This design comes from an exercise in tuning for small area, a short achievable clock period and few clock cycles per item on the open sky130 flow, not from production work.
Function was checked by simulation only, so behaviour that the tests miss may differ from the original.
The flow treats the clock pin as an ideal source. Dropping or thinning the clock tree relies on that and would not hold on a real chip.
Power is estimated from default activity; no workload was simulated.

Design argb_pixel_blend_unit, start of the top module:
module argb_pixel_blend_unit (
  input  logic        clk_i,
  input  logic        rst_ni,
  input  logic        start_i,
  output logic        busy_o,
  input  logic [31:0] src_pixel_i,
  input  logic [31:0] dst_pixel_i,
  output logic        done_o,
  output logic [31:0] out_pixel_o,
  input  logic        cfg_valid_i,
  output logic        cfg_ready_o,
  input  logic [1:0]  cfg_index_i,
  input  logic [31:0] cfg_data_i
);
  logic [2:0]  mode_q;
  logic [7:0]  ca_q;
  logic        sel_q;
  logic [31:0] fill_q;
  assign cfg_ready_o = 1'b1;
  assign busy_o      = 1'b0;
  logic fill_set_q;
  always_ff @(posedge clk_i or negedge rst_ni) begin
    if (!rst_ni) begin
      mode_q     <= 3'd0;
      ca_q       <= 8'hFF;
      sel_q      <= 1'b0;
      fill_set_q <= 1'b0;
    end else if (cfg_valid_i) begin
      case (cfg_index_i)
        2'd0: mode_q     <= cfg_data_i[2:0];
        2'd1: ca_q       <= cfg_data_i[7:0];
        2'd2: sel_q      <= cfg_data_i[0];
        2'd3: fill_set_q <= 1'b1;
        default: ;
      endcase
    end
  end
  always_ff @(posedge clk_i) begin
    if (cfg_valid_i && cfg_index_i == 2'd3) fill_q <= cfg_data_i;
  end
  logic [31:0] s_pix;
  assign s_pix = ({32{sel_q && fill_set_q}} & fill_q) | ({32{!sel_q}} & src_pixel_i);
  logic        m_inv_src, m_inv_dst, m_blend, m_add, m_sub;
  logic [7:0]  alpha;
  logic [23:0] p_d, q_d;
  logic [7:0]  top_d;
  assign m_inv_src = (mode_q == 3'd1);
  assign m_inv_dst = (mode_q == 3'd2);
  assign m_blend   = (mode_q == 3'd3) || (mode_q == 3'd4) || (mode_q == 3'd7);
  assign m_add     = (mode_q == 3'd5);
  assign m_sub     = (mode_q == 3'd6);
  always_comb begin
    case (mode_q)
      3'd3:    alpha = s_pix[31:24];
  ...
clock: 5.5 ns
lec_check: 0
cap_margin: 20
core_margin: 2
core_utilization: 40
setup_slack_margin: 3.75
slew_margin: 20
synth_hierarchical: 1
standard.sh (not shown) runs the stock make flow with config.mk's settings and CLKGATE_MAP_FILE= SYNTH_SCRIPT=/design/flow/synth_recipe.tcl, a recipe that flattens the netlist after the stock synthesis.
==> flow/flow/run.sh <==
#!/bin/bash
# The standard layout (the standard.sh, standard synthesis unchanged) with
# smaller port buffers and a two-level clock tree built by flow/pre_cts.tcl
# (four root buffers on the clock port, sixteen leaf buffers) in place of
# TritonCTS. Each tool's output goes to standard.log.
set -euo pipefail
export BUFFER_PORTS_ARGS="-buffer_cell sky130_fd_sc_hd__buf_2"
export PRE_CTS_TCL="$PWD/flow/pre_cts.tcl"
bash standard.sh > standard.log 2>&1
Other scripts of this flow, unchanged in this note and not shown: flow/flow/clock_tree.tcl, flow/flow/pre_cts.tcl
The first run completed without violations.
Testbench counts at the start, summed over its fixed seeds: cycles 16,967, items 16,026.
==> next run, changes <==
--- a/flow/config.mk
+++ b/flow/config.mk
@@ -10,3 +10,3 @@
 export CORE_UTILIZATION = 40
-export SETUP_SLACK_MARGIN = 3.75
+export SETUP_SLACK_MARGIN = 3.55
 export SLEW_MARGIN = 20
Outcome:
- sequential power is lower by about 1%
- core utilization is lower by 4.9 points
- power is lower by 10%
- register-to-register slack is better by 0.05 ns
- wire length is lower by 14%
- via count is lower by 5.6%
- die area is unchanged
- sequential share of layout area is higher by 3.7 points
- critical path depth is lower by 4
- setup slack is better by 0.0086 ns
- maximum frequency is higher by 0.44%
No run of this note takes its clock network from TritonCTS; it comes from the design's own scripts or RTL.

========
argb_pixel_blend_unit, a different RTL version from the one above (not shown whole).
Size: about 1300 cells after synthesis, roughly 370 flip-flops, about 0.017 mm² of cells after synthesis.
clock: 5.5 ns
lec_check: 0
cap_margin: 20
core_margin: 2
core_utilization: 40
setup_slack_margin: 3.6
slew_margin: 20
synth_hierarchical: 1
==> flow/flow/run.sh <==
#!/bin/bash
# The standard layout (the standard.sh, standard synthesis unchanged) with
# smaller port buffers and a two-level clock tree built by flow/pre_cts.tcl
# (four root buffers on the clock port, twenty-four leaf buffers) in place of
# TritonCTS. Each tool's output goes to standard.log.
set -euo pipefail
export BUFFER_PORTS_ARGS="-buffer_cell sky130_fd_sc_hd__buf_2"
export PRE_CTS_TCL="$PWD/flow/pre_cts.tcl"
bash standard.sh > standard.log 2>&1
==> flow/flow/pre_cts.tcl <==
# PRE_CTS hook: build the clock tree here (two buffer levels, see
# clock_tree.tcl) instead of TritonCTS, whose H-tree adds a third level.
source [file join [file dirname [info script]] clock_tree.tcl]
build_clock_tree 6 4 sky130_fd_sc_hd__clkbuf_8 sky130_fd_sc_hd__clkbuf_16
set_propagated_clock [all_clocks]
# cts.tcl calls clock_tree_synthesis next; the tree is already built.
rename clock_tree_synthesis orfs_unused_clock_tree_synthesis
proc clock_tree_synthesis {args} {
  puts "clock_tree_synthesis skipped: clock tree built by flow/pre_cts.tcl"
}
Other scripts of this flow, unchanged in this note and not shown: flow/flow/clock_tree.tcl
Testbench counts at the start, summed over its fixed seeds: cycles 16,967, items 16,026.
Then changed:
--- a/flow/flow/run.sh
+++ b/flow/flow/run.sh
@@ -3,3 +3,3 @@
 # smaller port buffers and a two-level clock tree built by flow/pre_cts.tcl
-# (four root buffers on the clock port, twenty-four leaf buffers) in place of
+# (four root buffers on the clock port, sixteen leaf buffers) in place of
 # TritonCTS. Each tool's output goes to standard.log.
--- a/flow/flow/pre_cts.tcl
+++ b/flow/flow/pre_cts.tcl
@@ -3,3 +3,3 @@
 source [file join [file dirname [info script]] clock_tree.tcl]
-build_clock_tree 6 4 sky130_fd_sc_hd__clkbuf_8 sky130_fd_sc_hd__clkbuf_16
+build_clock_tree 4 4 sky130_fd_sc_hd__clkbuf_16 sky130_fd_sc_hd__clkbuf_16
 set_propagated_clock [all_clocks]
- SETUP_SLACK_MARGIN: 3.6 -> 3.55
What happened: The changed run went through all stages and came out clean. Final cell count fell by 1.0%. Combinational power fell by 5.5%. Hold slack gains 0.0066 ns. Routed wire length fell by 3.7%. First-iteration DRC count rose by 17%. Worst setup slack barely changes. Synthesized area stays the same. Via count fell by 1.5%.
No run of this note takes its clock network from TritonCTS; it comes from the design's own scripts or RTL.

========
== before ==
argb_pixel_blend_unit, a different RTL version from the one above (not shown whole).
Size in the first run: roughly 1400 cells after synthesis, ~360 flip-flops, ~140 I/O pins.
Settings: LEC_CHECK=0, CAP_MARGIN=20, CORE_MARGIN=2, CORE_UTILIZATION=40, SETUP_SLACK_MARGIN=3.45, SLEW_MARGIN=20; clock period 5.5 ns.
==> flow/flow/run.sh <==
#!/bin/bash
# The standard layout (the standard.sh, standard synthesis unchanged) with
# smaller port buffers and a clock tree without dummy loads.
set -euo pipefail
export BUFFER_PORTS_ARGS="-buffer_cell sky130_fd_sc_hd__buf_2"
export CTS_ARGS="-sink_clustering_enable -repair_clock_nets -dont_use_dummy_load -sink_clustering_size 30 -sink_clustering_max_diameter 100 -buf_list {sky130_fd_sc_hd__clkbuf_8 sky130_fd_sc_hd__clkbuf_16}"
bash standard.sh > standard.log 2>&1
Testbench counts of before, summed over its fixed seeds: cycles 16,967, items 16,026.
--- input diff before..after ---
Settings: ABC_AREA now 1, previously not set.
==> flow/flow/run.sh <==
#!/bin/bash
# The standard layout (the standard.sh, standard synthesis unchanged) with
# smaller port buffers and a clock tree without dummy loads.
set -euo pipefail
export BUFFER_PORTS_ARGS="-buffer_cell sky130_fd_sc_hd__buf_2"
export CTS_ARGS="-sink_clustering_enable -repair_clock_nets -dont_use_dummy_load"
bash standard.sh > standard.log 2>&1
### Flow results
Setup skew after layout in after vs before: up 0.058 ns
after vs before, standard cell with the maximum stage delay on the critical path: sky130_fd_sc_hd__fa_1 vs sky130_fd_sc_hd__dfxtp_4
Sort after and before by share of final-layout standard cells stronger than drive strength 1 asc -> top: before
Of the two values seen for most common library cell in the layout ignoring fill and taps, sky130_fd_sc_hd__inv_1 was produced by after and sky130_fd_sc_hd__dfxtp_1 by before.
before → after: non-clock buffer count picked up an extra about 50%; first-pass GRT wire length saw an increase; mean routed wirelength per cell has remained practically unchanged.

========
argb_pixel_blend_unit again, from the RTL that the note above started with.
Settings: LEC_CHECK=0, CAP_MARGIN=20, CORE_MARGIN=2, CORE_UTILIZATION=40, SETUP_SLACK_MARGIN=3.45, SLEW_MARGIN=20; clock period 5.5 ns.
==> flow/flow/run.sh <==
#!/bin/bash
# The standard layout (the standard.sh, standard synthesis unchanged) with
# smaller port buffers and a clock tree without dummy loads.
set -euo pipefail
export BUFFER_PORTS_ARGS="-buffer_cell sky130_fd_sc_hd__buf_2"
export CTS_ARGS="-sink_clustering_enable -repair_clock_nets -dont_use_dummy_load"
bash standard.sh > standard.log 2>&1
Testbench counts at the start, summed over its fixed seeds: cycles 16,967, items 16,026.
==> next run, changes <==
SETUP_SLACK_MARGIN = 3.3   (was 3.45)
=> The new run went through all stages and came out clean; global-route usage increases by 0.18 points; synthesized cell count does not change; routed wire length came out higher by 1.6%; worst setup slack degrades by 46 ps; power falls by 1.5%; clock skew falls by 6.9 ps; combinational power falls by about 3%; die area is unchanged; non-clock buffer count came out lower by 3; clock-buffer cell count went down by 1; sequential power is about the same.
==> next run, changes <==
==> flow/flow/run.sh (replaced) <==
#!/bin/bash
# The standard layout (the standard.sh, standard synthesis unchanged) with
# smaller port buffers and a clock tree without dummy loads.
set -euo pipefail
export BUFFER_PORTS_ARGS="-buffer_cell sky130_fd_sc_hd__buf_2"
export CTS_ARGS="-sink_clustering_enable -repair_clock_nets -dont_use_dummy_load -sink_clustering_size 24 -sink_clustering_max_diameter 80 -buf_list {sky130_fd_sc_hd__clkbuf_8 sky130_fd_sc_hd__clkbuf_16}"
bash standard.sh > standard.log 2>&1
CORE_UTILIZATION = 55   (was 40)
SETUP_SLACK_MARGIN = 3.45   (was 3.3)
What happened:
- maximum frequency rises by 1.3%
- die area falls by 27%
- power falls by about 5.4%
- setup slack improves by 29 ps
- cell count falls by about 7%
- wire length falls by 1.5%
- design area falls by about 2%
==> next run, changes <==
==> flow/flow/run.sh (replaced) <==
#!/bin/bash
# The standard layout (the standard.sh, standard synthesis unchanged) with
# smaller port buffers and a clock tree without dummy loads.
set -euo pipefail
export BUFFER_PORTS_ARGS="-buffer_cell sky130_fd_sc_hd__buf_2"
export CTS_ARGS="-sink_clustering_enable -repair_clock_nets -dont_use_dummy_load -sink_clustering_size 30 -sink_clustering_max_diameter 60 -buf_list {sky130_fd_sc_hd__clkbuf_8 sky130_fd_sc_hd__clkbuf_16}"
bash standard.sh > standard.log 2>&1
CORE_UTILIZATION = 40   (was 55)
Routed wire length goes down by 0.58%. Total power goes up by 5.0%. Fmax barely changes. Worst setup slack is worse by 5.9 ps.
==> next run, changes <==
==> flow/flow/run.sh (replaced) <==
#!/bin/bash
# The standard layout (the standard.sh, standard synthesis unchanged) with
# smaller port buffers and a clock tree without dummy loads.
set -euo pipefail
export BUFFER_PORTS_ARGS="-buffer_cell sky130_fd_sc_hd__buf_2"
export CTS_ARGS="-sink_clustering_enable -repair_clock_nets -dont_use_dummy_load -sink_clustering_size 24 -sink_clustering_max_diameter 80 -buf_list {sky130_fd_sc_hd__clkbuf_8 sky130_fd_sc_hd__clkbuf_16}"
bash standard.sh > standard.log 2>&1
Result: Die area stays the same. Non-clock buffer count fell by 2. Final cell count fell slightly. Routed wire length fell slightly. Global-route usage fell by 0.34 points. Clock skew fell by 6.1 ps. Worst setup slack gets better by 14 ps.

-- what the ideal ports hide --
Ports are ideal in the flow. The routed layouts listed here were re-timed in OpenROAD.
Step 1 assumes that a clkbuf_16 drives the clock port and a buf_2 every other input.
Step 2 times the ports against the registers' clock, not the clock port: input delays grow and output delays shrink by t, the midpoint of the rising clock arrivals with the driver on.
a / b / c = no drivers / after step 1 / after step 2; a / b = the first two.
| run | t, ns | setup slack, ns | hold slack, ns | worst slew at a driven data input, ns |
|---|---|---|---|---|
| the first run of note 1 | 0.433 | 3.544 / 3.447 / 3.408 | 0.332 / 0.332 / 0.332 | 0.07 |
| the second run of note 1 | 0.427 | 3.553 / 3.443 / 3.342 | 0.328 / 0.328 / 0.328 | 0.07 |
| the first run of note 2 | 0.426 | 3.564 / 3.451 / 3.331 | 0.327 / 0.327 / 0.327 | 0.07 |
| the second run of note 2 | 0.434 | 3.565 / 3.448 / 3.320 | 0.333 / 0.333 / 0.333 | 0.06 |
| before | 0.568 | 3.357 / 3.326 / 3.123 | 0.317 / 0.317 / 0.317 | 0.08 |
| after | 0.580 | 3.283 / 3.273 / 3.028 | 0.322 / 0.322 / 0.322 | 0.08 |
| the first run of note 4 | 0.586 | 3.353 / 3.301 / 3.125 | 0.313 / 0.313 / 0.313 | 0.08 |
| the second run of note 4 | 0.572 | 3.307 / 3.307 / 3.211 | 0.321 / 0.321 / 0.321 | 0.10 |
| the third run of note 4 | 0.561 | 3.336 / 3.316 / 3.161 | 0.306 / 0.306 / 0.306 | 0.08 |
| the fourth run of note 4 | 0.583 | 3.330 / 3.305 / 3.158 | 0.294 / 0.294 / 0.294 | 0.07 |
| the fifth run of note 4 | 0.580 | 3.344 / 3.322 / 3.132 | 0.311 / 0.311 / 0.311 | 0.08 |
After both steps setup and hold are still met in every run listed. For after, which loses most, drivers alone change the setup slack by -0.010 ns; drivers and shift together by -0.255 ns.
